This design comes from an exercise in tuning for small area and a short achievable clock period on the open sky130 flow, not from production work.
The RTL was checked by simulation tests, not by an equivalence proof against the original design.
No activity file was given, so power comes from the tool's default toggle rates.

==> flow/config.mk <==
export PLATFORM = sky130hd
export DESIGN_NAME = servo_top
export DESIGN_NICKNAME = servo_top
export VERILOG_FILES = /design/flow/design.v
export SDC_FILE = /design/flow/constraint.sdc
export NUM_CORES = 4
export LEC_CHECK = 0
export CAP_MARGIN = 20
export CORE_MARGIN = 2
export CORE_UTILIZATION = 40
export SLEW_MARGIN = 20
==> flow/constraint.sdc <==
create_clock -name core_clock -period 16.0 [get_ports {clk1}]
set_input_delay 3.2000 -clock core_clock [delete_from_list [all_inputs] [get_ports {clk1}]]
set_output_delay 3.2000 -clock core_clock [all_outputs]
set_load 0.01 [all_outputs]
==> flow/design.v <==
package servo_pkg;
	localparam int ADC_W = 16;
	localparam int SIGNAL_W = 24;
	localparam int COEF_W = 18;
	localparam int COEF_FRAC = 16;
	localparam int DAC_W = 16;
	localparam int WB_AW = 4;
	localparam int WB_DW = 32;
	localparam logic [WB_DW-1:0] FW_VERSION = 32'h0000_0012;
	typedef enum logic [WB_AW-1:0] {
		REG_VERSION = 4'd0,
		REG_CONTROL = 4'd1,
		REG_A1_0    = 4'd2,
		REG_B0_0    = 4'd3,
		REG_B1_0    = 4'd4,
		REG_A1_1    = 4'd5,
		REG_B0_1    = 4'd6,
		REG_B1_1    = 4'd7
	} reg_addr_e;
endpackage
`timescale 1ns/1ns
module iir_first_order #(
	parameter int ADC_W     = servo_pkg::ADC_W,
	parameter int SIGNAL_W  = servo_pkg::SIGNAL_W,
	parameter int COEF_W    = servo_pkg::COEF_W,
	parameter int COEF_FRAC = servo_pkg::COEF_FRAC
) (
	input  logic                        clk1,
	input  logic                        i_rst_n,
	input  logic                        i_load,
	input  logic                        i_first,
	input  logic                        i_update,
	input  logic                        i_on,
	input  logic signed [COEF_W-1:0]    i_a1,
	input  logic signed [COEF_W-1:0]    i_b0,
	input  logic signed [COEF_W-1:0]    i_b1,
	input  logic signed [ADC_W-1:0]     i_sample,
	output logic signed [SIGNAL_W-1:0]  o_signal
);
	localparam int SW = COEF_W + 1;    
	localparam int AW = 25;            
	localparam int TW = AW + 4;        
	logic [SW-1:0]              sa, sb, sc;
	logic signed [ADC_W-1:0]    x;
	logic signed [ADC_W-1:0]    xp;
	logic [AW-1:0]              acc_s, acc_c;
	logic [3:0]                 low;
	logic ld_on, ld, sh;
	assign ld_on = i_load & i_on;
	assign ld = i_load;
	assign sh = ~i_load;
	always_ff @(posedge clk1) begin
		sa <= ({SW{ld_on}} & {i_a1, 1'b0}) | ({SW{sh}} & {{4{sa[SW-1]}}, sa[SW-1:4]});
		sb <= ({SW{ld_on}} & {i_b0, 1'b0}) | ({SW{ld & ~i_on}} & SW'(1 << (COEF_FRAC + 1)))
			| ({SW{sh}} & {{4{sb[SW-1]}}, sb[SW-1:4]});
		sc <= ({SW{ld_on}} & {i_b1, 1'b0}) | ({SW{sh}} & {{4{sc[SW-1]}}, sc[SW-1:4]});
		x <= ({ADC_W{ld}} & i_sample) | ({ADC_W{sh}} & x);
	end
	logic [2:0] da0, da1, db0, db1, dc0, dc1;    
	function automatic logic [2:0] booth(input logic [2:0] b);
		booth[0] = b[1] ^ b[0];
		booth[1] = b[2] ? (~b[1] & ~b[0]) : (b[1] & b[0]);
		booth[2] = b[2];
	endfunction
	assign da0 = booth(sa[2:0]);
	assign da1 = booth(sa[4:2]);
	assign db0 = booth(sb[2:0]);
	assign db1 = booth(sb[4:2]);
	assign dc0 = booth(sc[2:0]);
	assign dc1 = booth(sc[4:2]);
	function automatic logic [SIGNAL_W:0] pp_y(input logic [2:0] d, input logic [SIGNAL_W-1:0] m);
		logic [SIGNAL_W:0] me;
		logic [SIGNAL_W:0] p;
		me = {m[SIGNAL_W-1], m};
		p = ({(SIGNAL_W+1){d[0]}} & me) | ({(SIGNAL_W+1){d[1]}} & {me[SIGNAL_W-1:0], 1'b0});
		p = p ^ {(SIGNAL_W+1){d[2]}};
		pp_y = {~p[SIGNAL_W], p[SIGNAL_W-1:0]};
	endfunction
	function automatic logic [ADC_W:0] pp_x(input logic [2:0] d, input logic [ADC_W-1:0] m);
		logic [ADC_W:0] me;
		logic [ADC_W:0] p;
		me = {m[ADC_W-1], m};
		p = ({(ADC_W+1){d[0]}} & me) | ({(ADC_W+1){d[1]}} & {me[ADC_W-1:0], 1'b0});
		p = p ^ {(ADC_W+1){d[2]}};
		pp_x = {~p[ADC_W], p[ADC_W-1:0]};
	endfunction
	logic [SIGNAL_W:0] pa0, pa1;
	logic [ADC_W:0]    pb0, pb1, pc0, pc1;
	assign pa0 = pp_y(da0, o_signal);
	assign pa1 = pp_y(da1, o_signal);
	assign pb0 = pp_x(db0, x);
	assign pb1 = pp_x(db1, x);
	assign pc0 = pp_x(dc0, xp);
	assign pc1 = pp_x(dc1, xp);
	logic [AW-1:0] s_in, c_in;
	logic [AW-1:0] s_out, c_out;
	logic [3:0]    low_out;
	assign s_in = i_first ? (AW'(1) << 24) : acc_s;
	assign c_in = i_first ? '0 : acc_c;
	iir_heap heap_i (
		.s_in(s_in),
		.c_in(c_in),
		.pa0(pa0),
		.pa1(pa1),
		.na0(da0[2]),
		.na1(da1[2]),
		.pb0(pb0),
		.pb1(pb1),
		.pc0(pc0),
		.pc1(pc1),
		.nb0(db0[2]),
		.nb1(db1[2]),
		.nc0(dc0[2]),
		.nc1(dc1[2]),
		.o_low(low_out),
		.o_s(s_out),
		.o_c(c_out)
	);
	always_ff @(posedge clk1) begin
		acc_s <= s_out;
		acc_c <= c_out;
		low <= low_out;
	end
	logic [SIGNAL_W-1:0] hi;
	logic [SIGNAL_W+3:0] y_raw;
	logic [SIGNAL_W-1:0] y_sat;
	assign hi = acc_s[SIGNAL_W-1:0] + acc_c[SIGNAL_W-1:0];
	assign y_raw = {hi, low};
	always_comb begin
		if (y_raw[SIGNAL_W+3:SIGNAL_W-1] == {5{y_raw[SIGNAL_W+3]}}) begin
			y_sat = y_raw[SIGNAL_W-1:0];
		end else if (y_raw[SIGNAL_W+3]) begin
			y_sat = {1'b1, {(SIGNAL_W-1){1'b0}}};
		end else begin
			y_sat = {1'b0, {(SIGNAL_W-1){1'b1}}};
		end
	end
	logic up, keep;
	assign up = i_rst_n & i_update;
	assign keep = i_rst_n & ~i_update;
	always_ff @(posedge clk1) begin
		o_signal <= ({SIGNAL_W{up}} & y_sat) | ({SIGNAL_W{keep}} & o_signal);
		xp <= ({ADC_W{up}} & x) | ({ADC_W{keep}} & xp);
	end
endmodule
module iir_heap (
	input  logic [24:0] s_in,
	input  logic [24:0] c_in,
	input  logic [24:0] pa0,
	input  logic [24:0] pa1,
	input  logic na0,
	input  logic na1,
	input  logic [16:0] pb0,
	input  logic [16:0] pb1,
	input  logic [16:0] pc0,
	input  logic [16:0] pc1,
	input  logic nb0,
	input  logic nb1,
	input  logic nc0,
	input  logic nc1,
	output logic [3:0] o_low,
	output logic [24:0] o_s,
	output logic [24:0] o_c
);
	logic h1;
	logic h2;
	logic h3;
	logic h4;
	logic h5;
	logic h6;
	logic h7;
	logic h8;
	logic h9;
	logic h10;
	logic h11;
	logic h12;
	logic h13;
	logic h14;
	logic h15;
	logic h16;
	logic h17;
	logic h18;
	logic h19;
	logic h20;
	logic h21;
	logic h22;
	logic h23;
	logic h24;
	logic h25;
	logic h26;
	logic h27;
	logic h28;
	logic h29;
	logic h30;
	logic h31;
	logic h32;
	logic h33;
	logic h34;
	logic h35;
	logic h36;
	logic h37;
	logic h38;
	logic h39;
	logic h40;
	logic h41;
	logic h42;
	logic h43;
	logic h44;
	logic h45;
	logic h46;
	logic h47;
	logic h48;
	logic h49;
	logic h50;
	logic h51;
	logic h52;
	logic h53;
	logic h54;
	logic h55;
	logic h56;
	logic h57;
	logic h58;
	logic h59;
	logic h60;
	logic h61;
	logic h62;
	logic h63;
	logic h64;
	logic h65;
	logic h66;
	logic h67;
	logic h68;
	logic h69;
	logic h70;
	logic h71;
	logic h72;
	logic h73;
	logic h74;
	logic h75;
	logic h76;
	logic h77;
	logic h78;
	logic h79;
	logic h80;
	logic h81;
	logic h82;
	logic h83;
	logic h84;
	logic h85;
	logic h86;
	logic h87;
	logic h88;
	logic h89;
	logic h90;
	logic h91;
	logic h92;
	logic h93;
	logic h94;
	logic h95;
	logic h96;
	logic h97;
	logic h98;
	logic h99;
	logic h100;
	logic h101;
	logic h102;
	logic h103;
	logic h104;
	logic h105;
	logic h106;
	logic h107;
	logic h108;
	logic h109;
	logic h110;
	logic h111;
	logic h112;
	logic h113;
	logic h114;
	logic h115;
	logic h116;
	logic h117;
	logic h118;
	logic h119;
	logic h120;
	logic h121;
	logic h122;
	logic h123;
	logic h124;
	logic h125;
	logic h126;
	logic h127;
	logic h128;
	logic h129;
	logic h130;
	logic h131;
	logic h132;
	logic h133;
	logic h134;
	logic h135;
	logic h136;
	logic h137;
	logic h138;
	logic h139;
	logic h140;
	logic h141;
	logic h142;
	logic h143;
	logic h144;
	logic h145;
	logic h146;
	logic h147;
	logic h148;
	logic h149;
	logic h150;
	logic h151;
	logic h152;
	logic h153;
	logic h154;
	logic h155;
	logic h156;
	logic h157;
	logic h158;
	logic h159;
	logic h160;
	logic h161;
	logic h162;
	logic h163;
	logic h164;
	logic h165;
	logic h166;
	logic h167;
	logic h168;
	logic h169;
	logic h170;
	logic h171;
	logic h172;
	logic h173;
	logic h174;
	logic h175;
	logic h176;
	logic h177;
	logic h178;
	logic h179;
	logic h180;
	logic h181;
	logic h182;
	logic h183;
	logic h184;
	logic h185;
	logic h186;
	logic h187;
	logic h188;
	logic h189;
	logic h190;
	logic h191;
	logic h192;
	logic h193;
	logic h194;
	logic h195;
	logic h196;
	logic h197;
	logic h198;
	logic h199;
	logic h200;
	logic h201;
	logic h202;
	logic h203;
	logic h204;
	logic h205;
	logic h206;
	logic h207;
	logic h208;
	logic h209;
	logic h210;
	logic h211;
	logic h212;
	logic h213;
	logic h214;
	logic h215;
	logic h216;
	logic h217;
	logic h218;
	logic h219;
	logic h220;
	logic h221;
	logic h222;
	logic h223;
	logic h224;
	logic h225;
	logic h226;
	logic h227;
	logic h228;
	logic h229;
	logic h230;
	logic h231;
	logic h232;
	logic h233;
	logic h234;
	logic h235;
	logic h236;
	logic h237;
	logic h238;
	logic h239;
	logic h240;
	logic h241;
	logic h242;
	logic h243;
	logic h244;
	logic h245;
	logic h246;
	logic h247;
	logic h248;
	logic h249;
	logic h250;
	logic h251;
	logic h252;
	logic h253;
	logic h254;
	logic h255;
	logic h256;
	logic h257;
	logic h258;
	logic h259;
	logic h260;
	logic h261;
	logic h262;
	logic h263;
	logic h264;
	logic h265;
	logic h266;
	logic h267;
	logic h268;
	logic h269;
	logic h270;
	logic h271;
	logic h272;
	logic h273;
	logic h274;
	logic h275;
	logic h276;
	logic h277;
	logic h278;
	logic h279;
	logic h280;
	logic h281;
	logic h282;
	logic h283;
	logic h284;
	logic h285;
	logic h286;
	logic h287;
	logic h288;
	logic h289;
	logic h290;
	assign h1 = c_in[0] ^ s_in[0] ^ na0;
	assign h2 = (c_in[0] & s_in[0]) | (c_in[0] & na0) | (s_in[0] & na0);
	assign h3 = h1 ^ pa0[0];
	assign h4 = h1 & pa0[0];
	assign h5 = c_in[1] ^ s_in[1] ^ h2;
	assign h6 = (c_in[1] & s_in[1]) | (c_in[1] & h2) | (s_in[1] & h2);
	assign h7 = pa0[1] ^ h4 ^ h5;
	assign h8 = (pa0[1] & h4) | (pa0[1] & h5) | (h4 & h5);
	assign h9 = c_in[2] ^ s_in[2] ^ na1;
	assign h10 = (c_in[2] & s_in[2]) | (c_in[2] & na1) | (s_in[2] & na1);
	assign h11 = h9 ^ pa0[2] ^ pa1[0];
	assign h12 = (h9 & pa0[2]) | (h9 & pa1[0]) | (pa0[2] & pa1[0]);
	assign h13 = h6 ^ h11 ^ h8;
	assign h14 = (h6 & h11) | (h6 & h8) | (h11 & h8);
	assign h15 = c_in[3] ^ s_in[3] ^ h10;
	assign h16 = (c_in[3] & s_in[3]) | (c_in[3] & h10) | (s_in[3] & h10);
	assign h17 = pa0[3] ^ pa1[1] ^ h12;
	assign h18 = (pa0[3] & pa1[1]) | (pa0[3] & h12) | (pa1[1] & h12);
	assign h19 = h15 ^ h17 ^ h14;
	assign h20 = (h15 & h17) | (h15 & h14) | (h17 & h14);
	assign h21 = c_in[4] ^ s_in[4] ^ pa0[4];
	assign h22 = (c_in[4] & s_in[4]) | (c_in[4] & pa0[4]) | (s_in[4] & pa0[4]);
	assign h23 = pa1[2] ^ h16 ^ h21;
	assign h24 = (pa1[2] & h16) | (pa1[2] & h21) | (h16 & h21);
	assign h25 = h18 ^ h23;
	assign h26 = h18 & h23;
	assign h27 = c_in[5] ^ s_in[5] ^ pa0[5];
	assign h28 = (c_in[5] & s_in[5]) | (c_in[5] & pa0[5]) | (s_in[5] & pa0[5]);
	assign h29 = pa1[3] ^ h22 ^ h27;
	assign h30 = (pa1[3] & h22) | (pa1[3] & h27) | (h22 & h27);
	assign h31 = h24 ^ h29;
	assign h32 = h24 & h29;
	assign h33 = c_in[6] ^ s_in[6] ^ pa0[6];
	assign h34 = (c_in[6] & s_in[6]) | (c_in[6] & pa0[6]) | (s_in[6] & pa0[6]);
	assign h35 = pa1[4] ^ h28 ^ h33;
	assign h36 = (pa1[4] & h28) | (pa1[4] & h33) | (h28 & h33);
	assign h37 = h30 ^ h35;
	assign h38 = h30 & h35;
	assign h39 = c_in[7] ^ s_in[7] ^ pa0[7];
	assign h40 = (c_in[7] & s_in[7]) | (c_in[7] & pa0[7]) | (s_in[7] & pa0[7]);
	assign h41 = pa1[5] ^ h34 ^ h39;
	assign h42 = (pa1[5] & h34) | (pa1[5] & h39) | (h34 & h39);
	assign h43 = h36 ^ h41;
	assign h44 = h36 & h41;
	assign h45 = c_in[8] ^ s_in[8] ^ nb0;
	assign h46 = (c_in[8] & s_in[8]) | (c_in[8] & nb0) | (s_in[8] & nb0);
	assign h47 = nc0 ^ h45 ^ pa0[8];
	assign h48 = (nc0 & h45) | (nc0 & pa0[8]) | (h45 & pa0[8]);
	assign h49 = pa1[6] ^ pb0[0] ^ pc0[0];
	assign h50 = (pa1[6] & pb0[0]) | (pa1[6] & pc0[0]) | (pb0[0] & pc0[0]);
	assign h51 = h40 ^ h47 ^ h49;
	assign h52 = (h40 & h47) | (h40 & h49) | (h47 & h49);
	assign h53 = h42 ^ h51;
	assign h54 = h42 & h51;
	assign h55 = c_in[9] ^ s_in[9] ^ h46;
	assign h56 = (c_in[9] & s_in[9]) | (c_in[9] & h46) | (s_in[9] & h46);
	assign h57 = pa0[9] ^ pa1[7] ^ pb0[1];
	assign h58 = (pa0[9] & pa1[7]) | (pa0[9] & pb0[1]) | (pa1[7] & pb0[1]);
	assign h59 = pc0[1] ^ h48 ^ h50;
	assign h60 = (pc0[1] & h48) | (pc0[1] & h50) | (h48 & h50);
	assign h61 = h55 ^ h57 ^ h52;
	assign h62 = (h55 & h57) | (h55 & h52) | (h57 & h52);
	assign h63 = h59 ^ h54;
	assign h64 = h59 & h54;
	assign h65 = c_in[10] ^ s_in[10] ^ nb1;
	assign h66 = (c_in[10] & s_in[10]) | (c_in[10] & nb1) | (s_in[10] & nb1);
	assign h67 = nc1 ^ h65 ^ pa0[10];
	assign h68 = (nc1 & h65) | (nc1 & pa0[10]) | (h65 & pa0[10]);
	assign h69 = pa1[8] ^ pb0[2] ^ pb1[0];
	assign h70 = (pa1[8] & pb0[2]) | (pa1[8] & pb1[0]) | (pb0[2] & pb1[0]);
	assign h71 = pc0[2] ^ pc1[0] ^ h56;
	assign h72 = (pc0[2] & pc1[0]) | (pc0[2] & h56) | (pc1[0] & h56);
	assign h73 = h58 ^ h67 ^ h69;
	assign h74 = (h58 & h67) | (h58 & h69) | (h67 & h69);
	assign h75 = h60 ^ h71 ^ h73;
	assign h76 = (h60 & h71) | (h60 & h73) | (h71 & h73);
	assign h77 = h62 ^ h64;
	assign h78 = h62 & h64;
	assign h79 = c_in[11] ^ s_in[11] ^ h66;
	assign h80 = (c_in[11] & s_in[11]) | (c_in[11] & h66) | (s_in[11] & h66);
	assign h81 = pa0[11] ^ pa1[9] ^ pb0[3];
	assign h82 = (pa0[11] & pa1[9]) | (pa0[11] & pb0[3]) | (pa1[9] & pb0[3]);
	assign h83 = pb1[1] ^ pc0[3] ^ pc1[1];
	assign h84 = (pb1[1] & pc0[3]) | (pb1[1] & pc1[1]) | (pc0[3] & pc1[1]);
	assign h85 = h68 ^ h70 ^ h79;
	assign h86 = (h68 & h70) | (h68 & h79) | (h70 & h79);
	assign h87 = h81 ^ h83 ^ h72;
	assign h88 = (h81 & h83) | (h81 & h72) | (h83 & h72);
	assign h89 = h74 ^ h85 ^ h87;
	assign h90 = (h74 & h85) | (h74 & h87) | (h85 & h87);
	assign h91 = h76 ^ h78;
	assign h92 = h76 & h78;
	assign h93 = c_in[12] ^ s_in[12] ^ pa0[12];
	assign h94 = (c_in[12] & s_in[12]) | (c_in[12] & pa0[12]) | (s_in[12] & pa0[12]);
	assign h95 = pa1[10] ^ pb0[4] ^ pb1[2];
	assign h96 = (pa1[10] & pb0[4]) | (pa1[10] & pb1[2]) | (pb0[4] & pb1[2]);
	assign h97 = pc0[4] ^ pc1[2] ^ h80;
	assign h98 = (pc0[4] & pc1[2]) | (pc0[4] & h80) | (pc1[2] & h80);
	assign h99 = h82 ^ h84 ^ h93;
	assign h100 = (h82 & h84) | (h82 & h93) | (h84 & h93);
	assign h101 = h95 ^ h86 ^ h97;
	assign h102 = (h95 & h86) | (h95 & h97) | (h86 & h97);
	assign h103 = h99 ^ h88 ^ h101;
	assign h104 = (h99 & h88) | (h99 & h101) | (h88 & h101);
	assign h105 = h90 ^ h103;
	assign h106 = h90 & h103;
	assign h107 = c_in[13] ^ s_in[13] ^ pa0[13];
	assign h108 = (c_in[13] & s_in[13]) | (c_in[13] & pa0[13]) | (s_in[13] & pa0[13]);
	assign h109 = pa1[11] ^ pb0[5] ^ pb1[3];
	assign h110 = (pa1[11] & pb0[5]) | (pa1[11] & pb1[3]) | (pb0[5] & pb1[3]);
	assign h111 = pc0[5] ^ pc1[3] ^ h94;
	assign h112 = (pc0[5] & pc1[3]) | (pc0[5] & h94) | (pc1[3] & h94);
	assign h113 = h96 ^ h107 ^ h109;
	assign h114 = (h96 & h107) | (h96 & h109) | (h107 & h109);
	assign h115 = h98 ^ h100 ^ h111;
	assign h116 = (h98 & h100) | (h98 & h111) | (h100 & h111);
	assign h117 = h113 ^ h102 ^ h115;
	assign h118 = (h113 & h102) | (h113 & h115) | (h102 & h115);
	assign h119 = h104 ^ h117;
	assign h120 = h104 & h117;
	assign h121 = c_in[14] ^ s_in[14] ^ pa0[14];
	assign h122 = (c_in[14] & s_in[14]) | (c_in[14] & pa0[14]) | (s_in[14] & pa0[14]);
	assign h123 = pa1[12] ^ pb0[6] ^ pb1[4];
	assign h124 = (pa1[12] & pb0[6]) | (pa1[12] & pb1[4]) | (pb0[6] & pb1[4]);
	assign h125 = pc0[6] ^ pc1[4] ^ h108;
	assign h126 = (pc0[6] & pc1[4]) | (pc0[6] & h108) | (pc1[4] & h108);
	assign h127 = h110 ^ h121 ^ h123;
	assign h128 = (h110 & h121) | (h110 & h123) | (h121 & h123);
	assign h129 = h112 ^ h114 ^ h125;
	assign h130 = (h112 & h114) | (h112 & h125) | (h114 & h125);
	assign h131 = h127 ^ h116 ^ h129;
	assign h132 = (h127 & h116) | (h127 & h129) | (h116 & h129);
	assign h133 = h118 ^ h131;
	assign h134 = h118 & h131;
	assign h135 = c_in[15] ^ s_in[15] ^ pa0[15];
	assign h136 = (c_in[15] & s_in[15]) | (c_in[15] & pa0[15]) | (s_in[15] & pa0[15]);
	assign h137 = pa1[13] ^ pb0[7] ^ pb1[5];
	assign h138 = (pa1[13] & pb0[7]) | (pa1[13] & pb1[5]) | (pb0[7] & pb1[5]);
	assign h139 = pc0[7] ^ pc1[5] ^ h122;
	assign h140 = (pc0[7] & pc1[5]) | (pc0[7] & h122) | (pc1[5] & h122);
	assign h141 = h124 ^ h135 ^ h137;
	assign h142 = (h124 & h135) | (h124 & h137) | (h135 & h137);
	assign h143 = h126 ^ h128 ^ h139;
	assign h144 = (h126 & h128) | (h126 & h139) | (h128 & h139);
	assign h145 = h141 ^ h130 ^ h143;
	assign h146 = (h141 & h130) | (h141 & h143) | (h130 & h143);
	assign h147 = h132 ^ h145;
	assign h148 = h132 & h145;
	assign h149 = c_in[16] ^ s_in[16] ^ pa0[16];
	assign h150 = (c_in[16] & s_in[16]) | (c_in[16] & pa0[16]) | (s_in[16] & pa0[16]);
	assign h151 = pa1[14] ^ pb0[8] ^ pb1[6];
	assign h152 = (pa1[14] & pb0[8]) | (pa1[14] & pb1[6]) | (pb0[8] & pb1[6]);
	assign h153 = pc0[8] ^ pc1[6] ^ h136;
	assign h154 = (pc0[8] & pc1[6]) | (pc0[8] & h136) | (pc1[6] & h136);
	assign h155 = h138 ^ h149 ^ h151;
	assign h156 = (h138 & h149) | (h138 & h151) | (h149 & h151);
	assign h157 = h140 ^ h142 ^ h153;
	assign h158 = (h140 & h142) | (h140 & h153) | (h142 & h153);
	assign h159 = h155 ^ h144 ^ h157;
	assign h160 = (h155 & h144) | (h155 & h157) | (h144 & h157);
	assign h161 = h146 ^ h159;
	assign h162 = h146 & h159;
	assign h163 = c_in[17] ^ s_in[17] ^ pa0[17];
	assign h164 = (c_in[17] & s_in[17]) | (c_in[17] & pa0[17]) | (s_in[17] & pa0[17]);
	assign h165 = pa1[15] ^ pb0[9] ^ pb1[7];
	assign h166 = (pa1[15] & pb0[9]) | (pa1[15] & pb1[7]) | (pb0[9] & pb1[7]);
	assign h167 = pc0[9] ^ pc1[7] ^ h150;
	assign h168 = (pc0[9] & pc1[7]) | (pc0[9] & h150) | (pc1[7] & h150);
	assign h169 = h152 ^ h163 ^ h165;
	assign h170 = (h152 & h163) | (h152 & h165) | (h163 & h165);
	assign h171 = h154 ^ h156 ^ h167;
	assign h172 = (h154 & h156) | (h154 & h167) | (h156 & h167);
	assign h173 = h169 ^ h158 ^ h171;
	assign h174 = (h169 & h158) | (h169 & h171) | (h158 & h171);
	assign h175 = h160 ^ h173;
	assign h176 = h160 & h173;
	assign h177 = c_in[18] ^ s_in[18] ^ pa0[18];
	assign h178 = (c_in[18] & s_in[18]) | (c_in[18] & pa0[18]) | (s_in[18] & pa0[18]);
	assign h179 = pa1[16] ^ pb0[10] ^ pb1[8];
	assign h180 = (pa1[16] & pb0[10]) | (pa1[16] & pb1[8]) | (pb0[10] & pb1[8]);
	assign h181 = pc0[10] ^ pc1[8] ^ h164;
	assign h182 = (pc0[10] & pc1[8]) | (pc0[10] & h164) | (pc1[8] & h164);
	assign h183 = h166 ^ h177 ^ h179;
	assign h184 = (h166 & h177) | (h166 & h179) | (h177 & h179);
	assign h185 = h168 ^ h170 ^ h181;
	assign h186 = (h168 & h170) | (h168 & h181) | (h170 & h181);
	assign h187 = h183 ^ h172 ^ h185;
	assign h188 = (h183 & h172) | (h183 & h185) | (h172 & h185);
	assign h189 = h174 ^ h187;
	assign h190 = h174 & h187;
	assign h191 = c_in[19] ^ s_in[19] ^ pa0[19];
	assign h192 = (c_in[19] & s_in[19]) | (c_in[19] & pa0[19]) | (s_in[19] & pa0[19]);
	assign h193 = pa1[17] ^ pb0[11] ^ pb1[9];
	assign h194 = (pa1[17] & pb0[11]) | (pa1[17] & pb1[9]) | (pb0[11] & pb1[9]);
	assign h195 = pc0[11] ^ pc1[9] ^ h178;
	assign h196 = (pc0[11] & pc1[9]) | (pc0[11] & h178) | (pc1[9] & h178);
	assign h197 = h180 ^ h191 ^ h193;
	assign h198 = (h180 & h191) | (h180 & h193) | (h191 & h193);
	assign h199 = h182 ^ h184 ^ h195;
	assign h200 = (h182 & h184) | (h182 & h195) | (h184 & h195);
	assign h201 = h197 ^ h186 ^ h199;
	assign h202 = (h197 & h186) | (h197 & h199) | (h186 & h199);
	assign h203 = h188 ^ h201;
	assign h204 = h188 & h201;
	assign h205 = c_in[20] ^ s_in[20] ^ pa0[20];
	assign h206 = (c_in[20] & s_in[20]) | (c_in[20] & pa0[20]) | (s_in[20] & pa0[20]);
	assign h207 = pa1[18] ^ pb0[12] ^ pb1[10];
	assign h208 = (pa1[18] & pb0[12]) | (pa1[18] & pb1[10]) | (pb0[12] & pb1[10]);
	assign h209 = pc0[12] ^ pc1[10] ^ h192;
	assign h210 = (pc0[12] & pc1[10]) | (pc0[12] & h192) | (pc1[10] & h192);
	assign h211 = h194 ^ h205 ^ h207;
	assign h212 = (h194 & h205) | (h194 & h207) | (h205 & h207);
	assign h213 = h196 ^ h198 ^ h209;
	assign h214 = (h196 & h198) | (h196 & h209) | (h198 & h209);
	assign h215 = h211 ^ h200 ^ h213;
	assign h216 = (h211 & h200) | (h211 & h213) | (h200 & h213);
	assign h217 = h202 ^ h215;
	assign h218 = h202 & h215;
	assign h219 = c_in[21] ^ s_in[21] ^ pa0[21];
	assign h220 = (c_in[21] & s_in[21]) | (c_in[21] & pa0[21]) | (s_in[21] & pa0[21]);
	assign h221 = pa1[19] ^ pb0[13] ^ pb1[11];
	assign h222 = (pa1[19] & pb0[13]) | (pa1[19] & pb1[11]) | (pb0[13] & pb1[11]);
	assign h223 = pc0[13] ^ pc1[11] ^ h206;
	assign h224 = (pc0[13] & pc1[11]) | (pc0[13] & h206) | (pc1[11] & h206);
	assign h225 = h208 ^ h219 ^ h221;
	assign h226 = (h208 & h219) | (h208 & h221) | (h219 & h221);
	assign h227 = h210 ^ h212 ^ h223;
	assign h228 = (h210 & h212) | (h210 & h223) | (h212 & h223);
	assign h229 = h225 ^ h214 ^ h227;
	assign h230 = (h225 & h214) | (h225 & h227) | (h214 & h227);
	assign h231 = h216 ^ h229;
	assign h232 = h216 & h229;
	assign h233 = c_in[22] ^ s_in[22] ^ pa0[22];
	assign h234 = (c_in[22] & s_in[22]) | (c_in[22] & pa0[22]) | (s_in[22] & pa0[22]);
	assign h235 = pa1[20] ^ pb0[14] ^ pb1[12];
	assign h236 = (pa1[20] & pb0[14]) | (pa1[20] & pb1[12]) | (pb0[14] & pb1[12]);
	assign h237 = pc0[14] ^ pc1[12] ^ h220;
	assign h238 = (pc0[14] & pc1[12]) | (pc0[14] & h220) | (pc1[12] & h220);
	assign h239 = h222 ^ h233 ^ h235;
	assign h240 = (h222 & h233) | (h222 & h235) | (h233 & h235);
	assign h241 = h224 ^ h226 ^ h237;
	assign h242 = (h224 & h226) | (h224 & h237) | (h226 & h237);
	assign h243 = h239 ^ h228 ^ h241;
	assign h244 = (h239 & h228) | (h239 & h241) | (h228 & h241);
	assign h245 = h230 ^ h243;
	assign h246 = h230 & h243;
	assign h247 = c_in[23] ^ s_in[23] ^ pa0[23];
	assign h248 = (c_in[23] & s_in[23]) | (c_in[23] & pa0[23]) | (s_in[23] & pa0[23]);
	assign h249 = pa1[21] ^ pb0[15] ^ pb1[13];
	assign h250 = (pa1[21] & pb0[15]) | (pa1[21] & pb1[13]) | (pb0[15] & pb1[13]);
	assign h251 = pc0[15] ^ pc1[13] ^ h234;
	assign h252 = (pc0[15] & pc1[13]) | (pc0[15] & h234) | (pc1[13] & h234);
	assign h253 = h236 ^ h247 ^ h249;
	assign h254 = (h236 & h247) | (h236 & h249) | (h247 & h249);
	assign h255 = h238 ^ h240 ^ h251;
	assign h256 = (h238 & h240) | (h238 & h251) | (h240 & h251);
	assign h257 = h253 ^ h242 ^ h255;
	assign h258 = (h253 & h242) | (h253 & h255) | (h242 & h255);
	assign h259 = h244 ^ h257;
	assign h260 = h244 & h257;
	assign h261 = c_in[24] ^ s_in[24] ^ pa0[24];
	assign h262 = (c_in[24] & s_in[24]) | (c_in[24] & pa0[24]) | (s_in[24] & pa0[24]);
	assign h263 = pa1[22] ^ pb0[16] ^ pb1[14];
	assign h264 = (pa1[22] & pb0[16]) | (pa1[22] & pb1[14]) | (pb0[16] & pb1[14]);
	assign h265 = pc0[16] ^ pc1[14] ^ h248;
	assign h266 = (pc0[16] & pc1[14]) | (pc0[16] & h248) | (pc1[14] & h248);
	assign h267 = h250 ^ h261 ^ h263;
	assign h268 = (h250 & h261) | (h250 & h263) | (h261 & h263);
	assign h269 = h252 ^ h254 ^ h265;
	assign h270 = (h252 & h254) | (h252 & h265) | (h254 & h265);
	assign h271 = h267 ^ h256 ^ h269;
	assign h272 = (h267 & h256) | (h267 & h269) | (h256 & h269);
	assign h273 = h258 ^ h271;
	assign h274 = h258 & h271;
	assign h275 = pa1[23] ^ pb1[15] ^ pc1[15];
	assign h276 = (pa1[23] & pb1[15]) | (pa1[23] & pc1[15]) | (pb1[15] & pc1[15]);
	assign h277 = h262 ^ h264 ^ h275;
	assign h278 = (h262 & h264) | (h262 & h275) | (h264 & h275);
	assign h279 = h266 ^ h268 ^ h277;
	assign h280 = (h266 & h268) | (h266 & h277) | (h268 & h277);
	assign h281 = h270 ^ h279 ^ h272;
	assign h282 = (h270 & h279) | (h270 & h272) | (h279 & h272);
	assign h283 = pa1[24] ^ pb1[16] ^ pc1[16];
	assign h284 = (pa1[24] & pb1[16]) | (pa1[24] & pc1[16]) | (pb1[16] & pc1[16]);
	assign h285 = h276 ^ h283 ^ h278;
	assign h286 = (h276 & h283) | (h276 & h278) | (h283 & h278);
	assign h287 = h280 ^ h285;
	assign h288 = h280 & h285;
	assign h289 = h284 ^ h286;
	assign h290 = h284 & h286;
	assign o_low[0] = h3;
	assign o_low[1] = h7;
	assign o_low[2] = h13;
	assign o_low[3] = h19;
	assign o_s[0] = h25;
	assign o_c[0] = h20;
	assign o_s[1] = h26;
	assign o_c[1] = h31;
	assign o_s[2] = h32;
	assign o_c[2] = h37;
	assign o_s[3] = h38;
	assign o_c[3] = h43;
	assign o_s[4] = h44;
	assign o_c[4] = h53;
	assign o_s[5] = h61;
	assign o_c[5] = h63;
	assign o_s[6] = h75;
	assign o_c[6] = h77;
	assign o_s[7] = h89;
	assign o_c[7] = h91;
	assign o_s[8] = h92;
	assign o_c[8] = h105;
	assign o_s[9] = h106;
	assign o_c[9] = h119;
	assign o_s[10] = h120;
	assign o_c[10] = h133;
	assign o_s[11] = h134;
	assign o_c[11] = h147;
	assign o_s[12] = h148;
	assign o_c[12] = h161;
	assign o_s[13] = h162;
	assign o_c[13] = h175;
	assign o_s[14] = h176;
	assign o_c[14] = h189;
	assign o_s[15] = h190;
	assign o_c[15] = h203;
	assign o_s[16] = h204;
	assign o_c[16] = h217;
	assign o_s[17] = h218;
	assign o_c[17] = h231;
	assign o_s[18] = h232;
	assign o_c[18] = h245;
	assign o_s[19] = h246;
	assign o_c[19] = h259;
	assign o_s[20] = h260;
	assign o_c[20] = h273;
	assign o_s[21] = h274;
	assign o_c[21] = h281;
	assign o_s[22] = h287;
	assign o_c[22] = h282;
	assign o_s[23] = h288;
	assign o_c[23] = h289;
	assign o_s[24] = h290;
	assign o_c[24] = 1'b0;
endmodule
`timescale 1ns/1ns
module channel_diff #(
	parameter int SIGNAL_W = servo_pkg::SIGNAL_W,
	parameter int DAC_W    = servo_pkg::DAC_W
) (
	input  logic                        clk1,
	input  logic signed [SIGNAL_W-1:0]  i_sig0,
	input  logic signed [SIGNAL_W-1:0]  i_sig1,
	output logic signed [SIGNAL_W-1:0]  o_error,
	output logic signed [DAC_W-1:0]     o_dac_word
);
	localparam logic signed [SIGNAL_W-1:0] SIG_MAX = {1'b0, {(SIGNAL_W-1){1'b1}}};
	localparam logic signed [SIGNAL_W-1:0] SIG_MIN = {1'b1, {(SIGNAL_W-1){1'b0}}};
	logic signed [SIGNAL_W:0]   diff;
	logic signed [SIGNAL_W-1:0] diff_sat;
	assign diff = i_sig0 - i_sig1;
	always_comb begin
		if (diff[SIGNAL_W] == diff[SIGNAL_W-1]) begin
			diff_sat = diff[SIGNAL_W-1:0];
		end else if (diff[SIGNAL_W]) begin
			diff_sat = SIG_MIN;
		end else begin
			diff_sat = SIG_MAX;
		end
	end
	always_ff @(posedge clk1) begin
		o_error <= diff_sat;
	end
	assign o_dac_word = o_error[SIGNAL_W-1 -: DAC_W];
endmodule
`timescale 1ns/1ns
module servo_regs #(
	parameter int COEF_W = servo_pkg::COEF_W
) (
	input  logic                          clk1,
	input  logic                          i_rst_n,
	input  logic                          i_wb_cyc,
	input  logic                          i_wb_stb,
	input  logic                          i_wb_we,
	input  logic [servo_pkg::WB_AW-1:0]   i_wb_adr,
	input  logic [servo_pkg::WB_DW-1:0]   i_wb_dat,
	output logic [servo_pkg::WB_DW-1:0]   o_wb_dat,
	output logic                          o_wb_ack,
	output logic                          o_filt_on0,
	output logic                          o_filt_on1,
	output logic signed [COEF_W-1:0]      o_a1_0,
	output logic signed [COEF_W-1:0]      o_b0_0,
	output logic signed [COEF_W-1:0]      o_b1_0,
	output logic signed [COEF_W-1:0]      o_a1_1,
	output logic signed [COEF_W-1:0]      o_b0_1,
	output logic signed [COEF_W-1:0]      o_b1_1,
	output logic [1:0]                    o_afe_gain0,
	output logic [1:0]                    o_afe_gain1
);
	logic                      wb_new;
	logic                      wr;
	logic [1:0]                on_q;
	logic [3:0]                gain_q;
	logic signed [COEF_W-1:0]  a1_0_q, b0_0_q, b1_0_q, a1_1_q, b0_1_q, b1_1_q;
	logic [COEF_W-1:0]         rd_lo;
	logic                      rd_hi;
	logic [COEF_W-1:0]         rd_lo_q;
	logic                      rd_hi_q;
	assign wb_new = i_wb_cyc & i_wb_stb & ~o_wb_ack;
	assign wr = wb_new & i_wb_we;
	always_ff @(posedge clk1 or negedge i_rst_n) begin
		if (!i_rst_n) begin
			o_wb_ack <= 1'b0;
			gain_q <= '0;
		end else begin
			o_wb_ack <= wb_new;
			if (wr && i_wb_adr == 4'd1) gain_q <= i_wb_dat[5:2];
		end
	end
	logic [6:0] ld, hold;
	always_comb begin
		for (int i = 0; i < 7; i++) begin
			ld[i] = i_rst_n & wr & (i_wb_adr == 4'(i + 1));
			hold[i] = i_rst_n & ~(wr & (i_wb_adr == 4'(i + 1)));
		end
	end
	always_ff @(posedge clk1) begin
		on_q <= ({2{ld[0]}} & i_wb_dat[1:0]) | ({2{hold[0]}} & on_q);
		a1_0_q <= ({COEF_W{ld[1]}} & i_wb_dat[COEF_W-1:0]) | ({COEF_W{hold[1]}} & a1_0_q);
		b0_0_q <= ({COEF_W{ld[2]}} & i_wb_dat[COEF_W-1:0]) | ({COEF_W{hold[2]}} & b0_0_q);
		b1_0_q <= ({COEF_W{ld[3]}} & i_wb_dat[COEF_W-1:0]) | ({COEF_W{hold[3]}} & b1_0_q);
		a1_1_q <= ({COEF_W{ld[4]}} & i_wb_dat[COEF_W-1:0]) | ({COEF_W{hold[4]}} & a1_1_q);
		b0_1_q <= ({COEF_W{ld[5]}} & i_wb_dat[COEF_W-1:0]) | ({COEF_W{hold[5]}} & b0_1_q);
		b1_1_q <= ({COEF_W{ld[6]}} & i_wb_dat[COEF_W-1:0]) | ({COEF_W{hold[6]}} & b1_1_q);
	end
	always_comb begin
		rd_lo = '0;
		rd_hi = 1'b0;
		case (i_wb_adr)
			4'd0: rd_lo = COEF_W'(servo_pkg::FW_VERSION);
			4'd1: rd_lo = COEF_W'({gain_q, on_q});
			4'd2: begin rd_lo = a1_0_q; rd_hi = a1_0_q[COEF_W-1]; end
			4'd3: begin rd_lo = b0_0_q; rd_hi = b0_0_q[COEF_W-1]; end
			4'd4: begin rd_lo = b1_0_q; rd_hi = b1_0_q[COEF_W-1]; end
			4'd5: begin rd_lo = a1_1_q; rd_hi = a1_1_q[COEF_W-1]; end
			4'd6: begin rd_lo = b0_1_q; rd_hi = b0_1_q[COEF_W-1]; end
			4'd7: begin rd_lo = b1_1_q; rd_hi = b1_1_q[COEF_W-1]; end
			default: begin
			end
		endcase
	end
	always_ff @(posedge clk1) begin
		rd_lo_q <= rd_lo;
		rd_hi_q <= rd_hi;
	end
	assign o_wb_dat = {{(servo_pkg::WB_DW-COEF_W){rd_hi_q}}, rd_lo_q};
	assign o_filt_on0 = on_q[0];
	assign o_filt_on1 = on_q[1];
	assign o_a1_0 = a1_0_q;
	assign o_b0_0 = b0_0_q;
	assign o_b1_0 = b1_0_q;
	assign o_a1_1 = a1_1_q;
	assign o_b0_1 = b0_1_q;
	assign o_b1_1 = b1_1_q;
	assign o_afe_gain0 = ~gain_q[1:0];
	assign o_afe_gain1 = ~gain_q[3:2];
endmodule
`timescale 1ns/1ns
module servo_top #(
	parameter int ADC_W     = servo_pkg::ADC_W,
	parameter int SIGNAL_W  = servo_pkg::SIGNAL_W,
	parameter int COEF_W    = servo_pkg::COEF_W,
	parameter int COEF_FRAC = servo_pkg::COEF_FRAC,
	parameter int DAC_W     = servo_pkg::DAC_W
) (
	input  logic                          clk1,
	input  logic                          i_rst_n,
	input  logic                          i_wb_cyc,
	input  logic                          i_wb_stb,
	input  logic                          i_wb_we,
	input  logic [servo_pkg::WB_AW-1:0]   i_wb_adr,
	input  logic [servo_pkg::WB_DW-1:0]   i_wb_dat,
	output logic [servo_pkg::WB_DW-1:0]   o_wb_dat,
	output logic                          o_wb_ack,
	input  logic signed [ADC_W-1:0]       i_adc0,
	input  logic signed [ADC_W-1:0]       i_adc1,
	input  logic                          i_sample_valid,
	output logic signed [DAC_W-1:0]       o_dac_word,
	output logic                          o_dac_valid,
	output logic signed [SIGNAL_W-1:0]    o_error,
	output logic [1:0]                    o_afe_gain0,
	output logic [1:0]                    o_afe_gain1
);
	logic                       filt_on0;
	logic                       filt_on1;
	logic signed [COEF_W-1:0]   a1_0;
	logic signed [COEF_W-1:0]   b0_0;
	logic signed [COEF_W-1:0]   b1_0;
	logic signed [COEF_W-1:0]   a1_1;
	logic signed [COEF_W-1:0]   b0_1;
	logic signed [COEF_W-1:0]   b1_1;
	servo_regs #(
		.COEF_W(COEF_W)
	) regs_i (
		.clk1(clk1),
		.i_rst_n(i_rst_n),
		.i_wb_cyc(i_wb_cyc),
		.i_wb_stb(i_wb_stb),
		.i_wb_we(i_wb_we),
		.i_wb_adr(i_wb_adr),
		.i_wb_dat(i_wb_dat),
		.o_wb_dat(o_wb_dat),
		.o_wb_ack(o_wb_ack),
		.o_filt_on0(filt_on0),
		.o_filt_on1(filt_on1),
		.o_a1_0(a1_0),
		.o_b0_0(b0_0),
		.o_b1_0(b1_0),
		.o_a1_1(a1_1),
		.o_b0_1(b0_1),
		.o_b1_1(b1_1),
		.o_afe_gain0(o_afe_gain0),
		.o_afe_gain1(o_afe_gain1)
	);
	logic [2:0] step;
	always_ff @(posedge clk1 or negedge i_rst_n) begin
		if (!i_rst_n) begin
			step <= '0;
			o_dac_valid <= 1'b0;
		end else begin
			step <= (step == 3'd0) ? {2'b00, i_sample_valid} : step + 3'd1;
			o_dac_valid <= (step == 3'd7);
		end
	end
	logic load, first, update;
	assign load = (step == 3'd0);
	assign first = (step == 3'd1);
	assign update = (step == 3'd6);
	logic signed [SIGNAL_W-1:0] sig0;
	logic signed [SIGNAL_W-1:0] sig1;
	iir_first_order #(
		.ADC_W(ADC_W),
		.SIGNAL_W(SIGNAL_W),
		.COEF_W(COEF_W),
		.COEF_FRAC(COEF_FRAC)
	) iir0_i (
		.clk1(clk1),
		.i_rst_n(i_rst_n),
		.i_load(load),
		.i_first(first),
		.i_update(update),
		.i_on(filt_on0),
		.i_a1(a1_0),
		.i_b0(b0_0),
		.i_b1(b1_0),
		.i_sample(i_adc0),
		.o_signal(sig0)
	);
	iir_first_order #(
		.ADC_W(ADC_W),
		.SIGNAL_W(SIGNAL_W),
		.COEF_W(COEF_W),
		.COEF_FRAC(COEF_FRAC)
	) iir1_i (
		.clk1(clk1),
		.i_rst_n(i_rst_n),
		.i_load(load),
		.i_first(first),
		.i_update(update),
		.i_on(filt_on1),
		.i_a1(a1_1),
		.i_b0(b0_1),
		.i_b1(b1_1),
		.i_sample(i_adc1),
		.o_signal(sig1)
	);
	channel_diff #(
		.SIGNAL_W(SIGNAL_W),
		.DAC_W(DAC_W)
	) diff_i (
		.clk1(clk1),
		.i_sig0(sig0),
		.i_sig1(sig1),
		.o_error(o_error),
		.o_dac_word(o_dac_word)
	);
endmodule
==> flow/flow/run.sh <==
#!/bin/bash
# The standard layout, with port buffers that are plain buffers and timing
# repair that aims for more setup slack than the clock needs. Make's output
# goes to make.log; ORFS keeps each tool's log under orfs/logs.
set -uo pipefail
cd "$(dirname "$0")/.."
bash standard.sh \
  "BUFFER_PORTS_ARGS=-buffer_cell sky130_fd_sc_hd__buf_2" \
  SETUP_SLACK_MARGIN=11.62 CTS_CLUSTER_SIZE=20 CTS_CLUSTER_DIAMETER=150 \
  finish > make.log 2>&1
status=$?
cp -r orfs/logs logs_orfs 2>/dev/null
exit $status
==> flow/standard.sh <==
#!/bin/bash
# synth_recipe.tcl (not shown) runs the flow's synth.tcl, then flattens the netlist and writes it again
# the make line also repeats each setting of config.mk as NAME=value (left out here)
make -C /OpenROAD-flow-scripts/flow DESIGN_CONFIG=/design/flow/config.mk WORK_HOME=/design/flow/orfs CLKGATE_MAP_FILE= SYNTH_SCRIPT=/design/flow/synth_recipe.tcl "${@:-finish}"
==> impl_results.md, run 1 <==
- Worst Max-Slew Pin Slew: 1.02 ns
- FF+latch count, synth: 494
- Initial Util: 40.2%
- CTS H-tree depth: 1
- Pwr dens: 145 nW/um^2
- F_max: 0.223 GHz
- CTS tree: built
- Post-synthesis sequential area ratio: 33.8%
- # IOs: 152
- DR WL/cell: 18.9 um
- Leakage: 0.0138 uW
- Crit path capture type: register
- CTS root buf: clkbuf_16
- Yosys warning total: 4
- Worst setup SP type: input pin
- Antenna-violating nets left: 0
- DR top layer: met5
- Vias in the first global route: 21,900
- Met3 WL post-DR: 4080 um
- MaxCap Viol Count: 0
- Fin worst setup slack: 11.52 ns
- R2r startpoint: iir0_i.sa[2]
- First-pass GRT wire length: 123,000 um
- Average size of a mapped cell: 9.79 um^2
- Drt via density: 5.41
- CP endpoint: regs_i.rd_lo_q[0]
- Worst Reg-to-Reg Cells: 14
- Clock Power Share: 15.7%
- Deepest clock path buffer count: 3
- Psw: 2100 uW
- Finished Core Util: 43.8%
- Post-synth EDFFs: 32
- CTS hold repair buffers: 0
- Sequential Power Share: 34.3%
- DR vias: 22,300
- Status: no timing/DRC/antenna violations
- Final #Nets: 3,595
- Endpoints failing setup: 0
- Gr ovfl total: 0
- Final min period: 4.48 ns
- Detailed Route Iter0 Violations: 1,741
- Mapped Nets: 3,570
- Crit share post-route: 28.0%
- Crit path max fanout: 19
- Comb pwr share: 50.0%
- FF-to-FF setup slack: 11.78 ns
- Clock tree sinks: 494
- Total power: 4820 uW
- Hold Path Class: reg2reg
- Critical register-to-register path endpoint: iir0_i.acc_c[14]
- DRT Wirelength: 77,900 um
- Die Area: 78,200 um^2
- Antenna violations before repair: 12
- DP Worst Slack: 9.85 ns
- Top_reg_cell synth: dfxtp_1
- Final hold vios: 0
- Min-delay src: iir0_i.sa[8]
- Met2 wire length: 38,000 um
- Worst Skew: 0.0541 ns
- Crit path launch: i_wb_adr[0]
- Setup TNS: 0 ns
- Port Buffers: 137
- Crit Path Class: in2reg
- Slew HR: 31.8%
- VDD IR-drop max: 165 uV
- Layout cells sized above 1: 11.2%
- Critical Path AT: 4.93 ns
- Clock latency (worst-skew pair): 0.64 ns
- Post-synth ARST share: 1.82%
- Post-DP HPWL: 57,600 um
- Die W: 280 um
- DRC violations left: 0
- Cell Rows: 101
- Detailed Routing Iterations Pass 1: 7
- Die Y: 280 um
- Critical Path RT: 16.44 ns
- Mapped Cells: 3,104
- GP Congestion: 0.874
- Hold Path Depth: 2
- Worst-path clk slew: 0.08 ns
- Max-slew violation count: 0
- Placeable core area: 75,600 um^2
- All-Layer GR Usage: 19.8%
- Switching part of the total: 43.5%
- Area Overhead vs Synth: 9.02%
- Metal-1 WL: 33,800 um
- Largest net degree at the start of global routing: 77
- Post-Syn Area: 30,400 um^2
- CTS Buf Count: 28
- Netlist cell types: 78
- Internal Power: 2720 uW
- RSZ-0062 raised after global routing: true
==> cell usage in the layout (no fill, tap or decap), types with 29 or more instances in the layout <==
cell       netlist  routed
a21oi_1        109     109
a22o_1         144     144
a22oi_1        277     275
and2_1          68      67
buf_2           11     124
buf_4           30      49
clkbuf_16        0      29
dfxtp_1        453     444
edfxtp_1        32      32
fa_1           243     243
ha_1           149     141
inv_1          299     294
nand2_1        349     347
nand3_1        106     106
nor2_1          55      52
o21ai_0         45      43
xnor2_1        267     265
xor2_1          32      32
==> critical path, cell delays in order <==
cell and delay (ns):
buf_6 0.15, nand2b_4 0.19, nor3_4 0.05, buf_4 0.22, a222oi_1 0.82, o21ai_1 0.29
==> timing repair <==
action                                  CTS  global route
cloned                                    2             1
setup buffers                            16            19
resized for setup                        60            29
endpoints found under the setup margin  283           123
pin swaps                                 9             5
==> worst min-delay path by stage <==
stage               endpoint  slack [ns]
2_1_floorplan  iir0_i.sa[10]        0.39
3_3_place_gp    iir1_i.sb[4]        0.40
3_5_place_dp    iir0_i.sc[6]        0.40
4_1_cts         iir1_i.sa[1]        0.41
5_1_grt         iir0_i.sb[9]        0.44
6_report        iir0_i.sa[4]        0.41
==> state kept, by name (all words and copies together), names as in the netlist, 19 cells and up, named ones only <==
name and count:
diff_i.o_error 24, iir1_i.sa 19, iir1_i.o_signal 24, iir1_i.acc_s 25
iir1_i.acc_c 24, iir1_i.sc 19, iir1_i.sb 19, iir0_i.sc 19
iir0_i.acc_c 24, iir0_i.sb 19, iir0_i.sa 19, iir0_i.o_signal 24
iir0_i.acc_s 25
==> cell type report <==
| cell class | count | area (um^2) |
|---|---|---|
| Antenna cell | 4 | 10.0 |
| Clock buffer | 37 | 734 |
| Clock inverter | 2 | 36.3 |
| Fill cell | 7346 | 42500 |
| Inverter | 309 | 1180 |
| Multi-Input combinational cell | 2100 | 18300 |
| Sequential cell | 494 | 10300 |
| Tap cell | 978 | 1220 |
| Timing Repair Buffer | 196 | 1320 |
==> synthesized netlist by cell type, drive strengths merged (11+ instances only) <==
cell type	count	area, um^2
a211oi	15	128
a21o	22	165
a21oi	110	554
a22o	145	1280
a22oi	298	2340
and2	68	425
buf	74	442
clkbuf	129	484
dfxtp	453	9070
edfxtp	32	961
fa	243	4860
ha	149	1860
inv	307	1150
mux2	19	214
nand2	350	1320
nand2b	18	113
nand3	107	541
nor2	56	213
nor2b	11	68.8
nor3	15	75.1
o21a	11	82.6
o21ai	57	289
xnor2	267	2340
xor2	33	297
==> layer usage <==
metal | GRT usage (%) | vias to the layer above
li1 | - | 10600
met4 | 5.03 | 8
met2 | 34.1 | 635
met3 | 2.31 | 124
met1 | 26.4 | 11000
met5 | 0 | -
==> kinds of logic (layout without fill, tap and decap cells) <==
group,count (synthesis),in the layout,synth area share [%]
compound gates,720,720,17.7
simple gates,656,657,9.76
buf+inv,512,544,6.87
flops,494,494,33.8
fa+ha+maj,400,400,22.4
xor+xnor,300,300,8.67
mux,22,23,0.803
other cells,0,4,0
==> power by group through the flow <==
stage	Combinational, uW	Sequential (uW)	Clock [uW]
2_1_floorplan	1710	1630	0
3_3_place_gp	2340	1680	0
3_5_place_dp	2360	1680	0
4_1_cts	2390	1650	775
5_1_grt	2690	1680	820
6_report	2410	1650	754
==> through the flow <==
step / std cells / hold WS, ns / area [um^2]
floorplan: 3104 / 0.392 / 30700
global placement: 4039 / 0.397 / 31700
detailed placement: 4039 / 0.398 / 31700
CTS: 4096 / 0.415 / 32800
global route: 4116 / 0.438 / 33100
finish: 4120 / 0.415 / 33100
==> inputs of run 2 (changes only) <==
--- a/flow/flow/run.sh
+++ b/flow/flow/run.sh
@@ -6,7 +6,7 @@
 cd "$(dirname "$0")/.."
 bash standard.sh \
   "BUFFER_PORTS_ARGS=-buffer_cell sky130_fd_sc_hd__buf_2" \
-  SETUP_SLACK_MARGIN=11.62 CTS_CLUSTER_SIZE=20 CTS_CLUSTER_DIAMETER=150 \
+  SETUP_SLACK_MARGIN=11.8 CTS_CLUSTER_SIZE=20 CTS_CLUSTER_DIAMETER=150 \
   finish > make.log 2>&1
 status=$?
 cp -r orfs/logs logs_orfs 2>/dev/null
==> run 2 against run 1 <==
  * Sequential share of layout area shrank 0.33 points
  * Hold slack improved by 0.0012 ns
  * Global-route usage down 0.052 points
  * Largest cell class unchanged
  * Sequential cell count unchanged
  * Still clean
  * Critical path depth is 4 lower
  * Clock skew grew 0.0084 ns
==> impl_results.md, run 2 <==
- CTS tree: built
- Netlist cell types: 78 (unchanged)
- DR WL/cell: 19.2 um (+1.4%)
- Top post-synthesis cells by count: dfxtp_1, nand2_1, inv_1
- CTS Buf Count: 28 (unchanged)
- Die Y: 280 um (unchanged)
- Top Registers: iir0_i.acc_s x25, iir1_i.acc_s x25
- # IOs: 152 (unchanged)
- Worst Skew: 0.0625 ns (+0.00843 ns)
- MaxCap Viol Count: 0 (unchanged)
- Top_reg_cell synth: dfxtp_1
- Layout cells sized above 1: 12.4% (+1.2 points)
- R2r startpoint: iir1_i.sa[2]
- Internal Power: 2790 uW (+2.5%)
- Critical register-to-register path endpoint: iir1_i.acc_c[14]
- Die Area: 78,200 um^2 (unchanged)
- Hold Path Depth: 2 (unchanged)
- Die W: 280 um (unchanged)
- F_max: 0.223 GHz (-0.20%)
- Switching part of the total: 43.3% (-0.23 points)
- Synth Area in XOR/XNOR: 8.67% (unchanged)
- VDD IR-drop max: 145 uV (-12%)
- Crit path max fanout: 2 (-17)
- CTS H-tree depth: 1 (unchanged)
- Pwr dens: 146 nW/um^2 (+0.55%)
- Crit path capture type: output pin
- Most common cell after layout, fill and taps aside: dfxtp_1
- Leakage: 0.0139 uW (+0.69%)
- FF-to-FF setup slack: 11.88 ns (+0.10 ns)
- Area Overhead vs Synth: 10.6%
- Most frequent cells in the layout: dfxtp_1, nand2_1, inv_1, a22oi_1, xnor2_1
- Mapped Nets: 3,570 (unchanged)
- Hold Path Class: reg2reg
- Critical Path AT: 1.29 ns (-3.64 ns)
- Synth Area in Adders: 22.4% (unchanged)
- Worst-path clk slew: 0.09 ns (about the same)
- Post-DP HPWL: 57,000 um (-1.0%)
- Worst Max-Slew Pin Slew: 1.00 ns (-0.0150 ns)
- Hold endpoint: iir1_i.sa[4]
- Setup TNS: 0 ns (unchanged)
- Post-synthesis compound-gate area fraction: 17.7% (unchanged)
- Detailed Routing Iterations Pass 1: 6 (-1)
- Final hold vios: 0 (unchanged)
- CTS root buf: clkbuf_16
- Sequential Power Share: 34.1% (-0.2 points)
- Drt via density: 5.42 (+0.24%)
- Worst Reg-to-Reg Cells: 12 (-2)
- Antenna-violating nets left: 0 (unchanged)
- Leading post-synthesis cells by cell area: dfxtp_1, fa_1, xnor2_1, a22oi_1, ha_1
- Placeable core area: 75,600 um^2 (unchanged)
- Psw: 2130 uW (+1.5%)
- Clock Power Share: 15.5% (-0.2 points)
- Worst setup SP type: register
- Total power: 4910 uW (+2.0%)
- Post-synth EDFFs: 32 (unchanged)
- Main combinational cell family by area after synthesis: adder cells
- DR vias: 22,300 (-0.054%)
- Critical Path RT: 12.80 ns (-3.64 ns)
- Average size of a mapped cell: 9.79 um^2 (unchanged)
- Initial Util: 40.2% (unchanged)
- Antenna violations before repair: 10 (-2)
- Final #Nets: 3,583 (-0.33%)
- Status: no timing/DRC/antenna violations
- First-pass GRT wire length: 123,000 um (-0.76%)
- Deepest clock path buffer count: 3 (unchanged)
- Comb pwr share: 50.4% (+0.4 points)
- Fin worst setup slack: 11.51 ns (-0.00890 ns)
- Post-synth ARST share: 1.82% (unchanged)
- Post-synthesis mux area share: 0.803% (unchanged)
- DP Worst Slack: 10.18 ns (+0.337 ns)
- Largest net degree at the start of global routing: 75 (-2.6%)
- Mapped Cells: 3,104 (unchanged)
- Top cell type's share of synthesized area: 29.9% (unchanged)
- Crit Path Class: reg2out
- Leading area contributor after synthesis: dfxtp_1
- Slew HR: 32.7% (+0.91 points)
- GP Congestion: 0.873 (-0.13%)
- Post-synthesis sequential area ratio: 33.8% (unchanged)
- Post-Syn Area: 30,400 um^2 (unchanged)
- Port Buffers: 137 (unchanged)
- Cell Rows: 101 (unchanged)
- Final min period: 4.49 ns (+0.00890 ns)
- Yosys warning total: 4 (unchanged)
- RSZ-0062 raised after global routing: true
- Post-Synth Simple-Gate Area: 9.76% (unchanged)
- All-Layer GR Usage: 19.7% (-0.052 points)
- Clock tree sinks: 494 (unchanged)
- DRT Wirelength: 78,800 um (+1.1%)
- Gr ovfl total: 0 (unchanged)
- DRC violations left: 0 (unchanged)
- Vias in the first global route: 21,500 (-1.9%)
- FF+latch count, synth: 494 (unchanged)
- Endpoints failing setup: 0 (unchanged)
- Crit share post-route: 28.1% (+0.056 points)
- Clock latency (worst-skew pair): 0.65 ns (about the same)
- Top-count cell post-synth: dfxtp_1
- Min-delay src: iir1_i.sa[8]
- Detailed Route Iter0 Violations: 1,907 (+9.5%)
- Max-slew violation count: 0 (unchanged)
## run 2: worst max-delay path by stage
stage                     start                   to  slack, ns
2_1_floorplan       i_wb_adr[2]    regs_i.a1_1_q[10]      11.51
3_3_place_gp            i_rst_n  iir0_i.o_signal[11]      10.22
3_5_place_dp            i_rst_n  iir0_i.o_signal[11]      10.18
4_1_cts        regs_i.gain_q[0]       o_afe_gain0[0]      11.49
5_1_grt        regs_i.gain_q[0]       o_afe_gain0[0]      11.48
6_report       regs_i.gain_q[0]       o_afe_gain0[0]      11.51
## run 2: through the flow
stage	instances	hold WS, ns	area [um^2]	util, %
4_1_cts	4099	0.414	33200	44.0
5_1_grt	4106	0.427	33600	44.5
3_5_place_dp	4037	0.398	31700	42.0
6_report	4108	0.416	33600	44.5
3_3_place_gp	4037	0.396	31700	42.0
2_1_floorplan	3104	0.392	30700	-
## run 2: repair_timing
| action | in CTS | in global routing |
|---|---|---|
| setup buffers | 16 | 4 |
| cloned | 5 | 3 |
| pin swaps | 6 | 14 |
| hold buffers | 0 | 0 |
| setup endpoints to repair | 342 | 196 |
| gates resized for setup | 134 | 69 |
## run 2: logic make-up (layout without fill, tap and decap cells)
| group | after synthesis | after routing |
|---|---|---|
| AO/OA/AOI/OAI | 720 | 721 |
| XOR/XNOR | 300 | 300 |
| adder cells (fa/ha/maj) | 400 | 400 |
| buffers and inverters | 512 | 530 |
| flip-flops | 494 | 494 |
| multiplexers | 22 | 24 |
| other | 0 | 2 |
| AND/OR/NAND/NOR | 656 | 659 |
## run 2: power groups by stage
stage / Clock [uW] / Sequential, uW / Combinational [uW]
after global routing: 822 / 1700 / 2740
final: 761 / 1680 / 2470
after floorplan: 0 / 1630 / 1710
after global placement: 0 / 1680 / 2320
after detailed placement: 0 / 1680 / 2340
after CTS: 784 / 1670 / 2440
## run 2: worst max-delay path, cell delays in order (launching register included)
cell and delay, ns:
dfrtp_1 0.41, inv_2 0.13, buf_6 0.12
## run 2: final cells by class
cell class	count	area, um^2
well taps	978	1220
repair buffers	180	1520
diodes	2	5.00
fillers	7251	42000
clock inverters	2	35.0
inverters	309	1190
multi-input cells	2104	18600
flip-flops and latches	494	10300
clock buffers	39	752
## run 2: routing by layer
metal / part of all wire [%] / global-route usage, % / vias up
met5: 0.15 / 0 / -
met4: 2.2 / 4.32 / 16
met3: 5.4 / 2.59 / 102
met2: 49 / 34.2 / 617
met1: 44 / 26.3 / 11000
li1: - / - / 10500
==> inputs of run 3 (changes only) <==
--- a/flow/flow/run.sh
+++ b/flow/flow/run.sh
@@ -6,7 +6,7 @@
 cd "$(dirname "$0")/.."
 bash standard.sh \
   "BUFFER_PORTS_ARGS=-buffer_cell sky130_fd_sc_hd__buf_2" \
-  SETUP_SLACK_MARGIN=11.8 CTS_CLUSTER_SIZE=20 CTS_CLUSTER_DIAMETER=150 \
+  SETUP_SLACK_MARGIN=11.62 CTS_CLUSTER_SIZE=20 CTS_CLUSTER_DIAMETER=150 PLACE_DENSITY=0.9 \
   finish > make.log 2>&1
 status=$?
 cp -r orfs/logs logs_orfs 2>/dev/null
==> run 3 against run 2 <==
  * Still clean on timing, DRC and antenna
  * Wire length rose by 1.4%
  * Clock skew fell by 0.010 ns
  * Final cell count rose by 0.27%
  * Critical endpoint is now o_afe_gain0[1]
==> impl_results.md, run 3 <==
- FF+latch count, synth: 494 (unchanged)
- Crit path launch: regs_i.gain_q[1]
- Max-slew violation count: 0 (unchanged)
- Layout cells sized above 1: 11.1% (-1.2 points)
- Deepest clock path buffer count: 3 (unchanged)
- Gr ovfl total: 0 (unchanged)
- Post-synth ARST share: 1.82% (unchanged)
- Yosys warning total: 4 (unchanged)
- Final #Nets: 3,592 (+0.25%)
- Die Y: 280 um (unchanged)
- RSZ-0062 raised after global routing: true
- Top_reg_cell synth: dfxtp_1
- Finished Core Util: 43.7% (-0.76 points)
- Min-delay src: iir1_i.sc[6]
- Switching part of the total: 43.8% (+0.53 points)
- Mapped Nets: 3,570 (unchanged)
- Post-Syn Area: 30,400 um^2 (unchanged)
- Worst-path clk slew: 0.09 ns (about the same)
- CTS root buf: clkbuf_16
- Worst Skew: 0.0521 ns (-0.0104 ns)
- Crit Path Class: reg2out
- DRC violations left: 0 (unchanged)
- Worst setup SP type: register
- CTS Buf Count: 28 (unchanged)
- Antenna-violating nets left: 0 (unchanged)
- R2r startpoint: iir0_i.sa[2]
- Status: no timing/DRC/antenna violations
- Average size of a mapped cell: 9.79 um^2 (unchanged)
- Antenna violations before repair: 14 (+4)
- Top post-synthesis cells by count: dfxtp_1, nand2_1, inv_1
- Netlist cell types: 78 (unchanged)
- DR WL/cell: 19.4 um (+1.1%)
- Clock latency (worst-skew pair): 0.64 ns (about the same)
- CTS H-tree depth: 1 (unchanged)
- Crit path max fanout: 2 (unchanged)
- Slew HR: 21.9% (-11 points)
- Detailed Routing Iterations Pass 1: 8 (+2)
- Port Buffers: 137 (unchanged)
- DR vias: 23,700 (+6.5%)
- DRT Wirelength: 79,900 um (+1.4%)
- Drt via density: 5.76 (+6.2%)
- MaxCap Viol Count: 0 (unchanged)
- Placeable core area: 75,600 um^2 (unchanged)
- Vias in the first global route: 23,400 (+9.3%)
- Crit share post-route: 28.0% (-0.11 points)
- Post-synthesis sequential area ratio: 33.8% (unchanged)
- Setup TNS: 0 ns (unchanged)
- Post-DP HPWL: 57,100 um (+0.17%)
- Critical Path AT: 1.28 ns (about the same)
- Leading post-synthesis cells by cell area: dfxtp_1, fa_1, xnor2_1, a22oi_1, ha_1
- Hold Path Class: reg2reg
- Pwr dens: 147 nW/um^2 (+0.42%)
- # IOs: 152 (unchanged)
- Largest net degree at the start of global routing: 92 (+23%)
- First-pass GRT wire length: 126,000 um (+2.6%)
- Most common cell after layout, fill and taps aside: dfxtp_1
- All-Layer GR Usage: 19.8% (+0.067 points)
- Post-synth EDFFs: 32 (unchanged)
- Crit path capture type: output pin
- Psw: 2120 uW (-0.10%)
- Leading area contributor after synthesis: dfxtp_1
- Critical Path RT: 12.80 ns (about the same)
- Internal Power: 2730 uW (-2.2%)
- VDD IR-drop max: 167 uV (+15%)
- Filler cells: 6,699 (-7.6%)
- Comb pwr share: 50.2% (-0.2 points)
- Leakage: 0.0138 uW (-1.0%)
- Initial Util: 40.2% (unchanged)
- Die Area: 78,200 um^2 (unchanged)
- Sequential Power Share: 34.3% (+0.2 points)
- Mapped Cells: 3,104 (unchanged)
- Hold Slack: 0.407 ns (-0.00882 ns)
- F_max: 0.223 GHz (+0.38%)
- Top cell type's share of synthesized area: 29.9% (unchanged)
- GP Congestion: 0.928 (+6.4%)
- Die W: 280 um (unchanged)
- Clock Power Share: 15.5% (about the same)
- Endpoints failing setup: 0 (unchanged)
- Final min period: 4.48 ns (-0.0171 ns)
- Most frequent cells in the layout: dfxtp_1, nand2_1, inv_1, a22oi_1, xnor2_1
- CTS tree: built
- Cell Rows: 101 (unchanged)
- Worst Max-Slew Pin Slew: 1.16 ns (+0.162 ns)
- Top Registers: iir0_i.acc_s x25, iir1_i.acc_s x25
- Top-count cell post-synth: dfxtp_1
- Clock tree sinks: 494 (unchanged)
- Area Overhead vs Synth: 8.72%
- Detailed Route Iter0 Violations: 2,722 (+43%)
- Final hold vios: 0 (unchanged)
[run 3: cell counts after synthesis]
Identical to the previous run, type by type.
[run 3: per-stage QoR]
step	instance area [um^2]	cells	setup slack (ns)	power, uW
after floorplan	30700	3104	11.51	3340
after global placement	31700	4036	10.03	3860
after detailed placement	31700	4037	9.82	3990
after CTS	32800	4096	11.53	4770
after global routing	33000	4115	11.49	5140
final	33000	4119	11.52	4850
[run 3: power by group through the flow]
| stage | sequential, uW | combinational [uW] | clock [uW] |
|---|---|---|---|
| floorplan | 1630 | 1710 | 0 |
| finish | 1660 | 2430 | 751 |
| detailed placement | 1670 | 2310 | 0 |
| global placement | 1670 | 2190 | 0 |
| CTS | 1650 | 2370 | 754 |
| global route | 1680 | 2660 | 798 |
[run 3: critical path, cell delays in order (launching register included)]
cell and delay (ns):
dfrtp_1 0.44, inv_1 0.08, buf_2 0.12
[run 3: what timing repair did]
action	4_1_cts	5_1_grt
hold buffers	0	0
endpoints found under the setup margin	245	101
pin swaps	4	2
resized for setup	57	19
buffers inserted	17	16
gates cloned	2	2
[run 3: per-layer routing]
metal	up-vias	track usage (%)	part of all wire (%)	routed length [um]
li1	10600	-	-	-
met1	11500	24.9	37	29800
met2	1349	33.7	48	38500
met3	273	3.64	10	8100
met4	20	7.50	4.1	3300
met5	-	0	0.16	125
[run 3: cells by family after synthesis]
| family | synth area share, % |
|---|---|
| multiplexers | 0.803 |
| buffers and inverters | 6.87 |
| XOR/XNOR | 8.67 |
| AO/OA/AOI/OAI | 17.7 |
| adder cells (fa/ha/maj) | 22.4 |
| AND/OR/NAND/NOR | 9.76 |
| flip-flops | 33.8 |
[run 3: cell type report]
type                       instances  area (um^2)  area share [%]
antenna                            5         12.5          0.0379
tap                              978         1220            3.70
inverter                         309         1180            3.56
timing repair buffer             191         1190            3.60
clock buffer                      38          738            2.24
clock inverter                     2         38.8           0.117
sequential                       494        10300            31.1
multi-input combinational       2102        18400            55.6
[run 3: worst paths after layout]
path / to / slack (ns) / cells past startpoint
worst min register to register: iir1_i.sc[2] / 0.41 / 2
worst max-delay path: o_afe_gain0[1] / 11.52 / 2
max in group asynchronous: step[2] / 13.33 / 1
min in group asynchronous: regs_i.o_wb_ack / 2.42 / 1
worst max register to register: iir0_i.acc_c[15] / 11.71 / 14
worst min-delay path: iir1_i.sc[2] / 0.41 / 2

## static timing again, ports no longer ideal
How much do the figures lean on ideal ports? The routed layouts below were timed once more, with nothing changed but the port constraints. Step 1 sets driving cells, clkbuf_16 on the clock port and buf_2 on the other inputs (assumed; they add their load-dependent delay and slew). Step 2 also shifts input and output timing later by t, the mid clock arrival at the registers, as if the neighbouring blocks saw the same clock. a / b / c = no drivers / after step 1 / after step 2; a / b = the first two.
run	t (ns)	setup slack, ns
run 1	0.676	11.516 / 11.473 / 10.810
run 2	0.681	11.507 / 11.443 / 11.087
run 3	0.677	11.524 / 11.464 / 10.934
After both steps setup and hold are still met in every run listed.
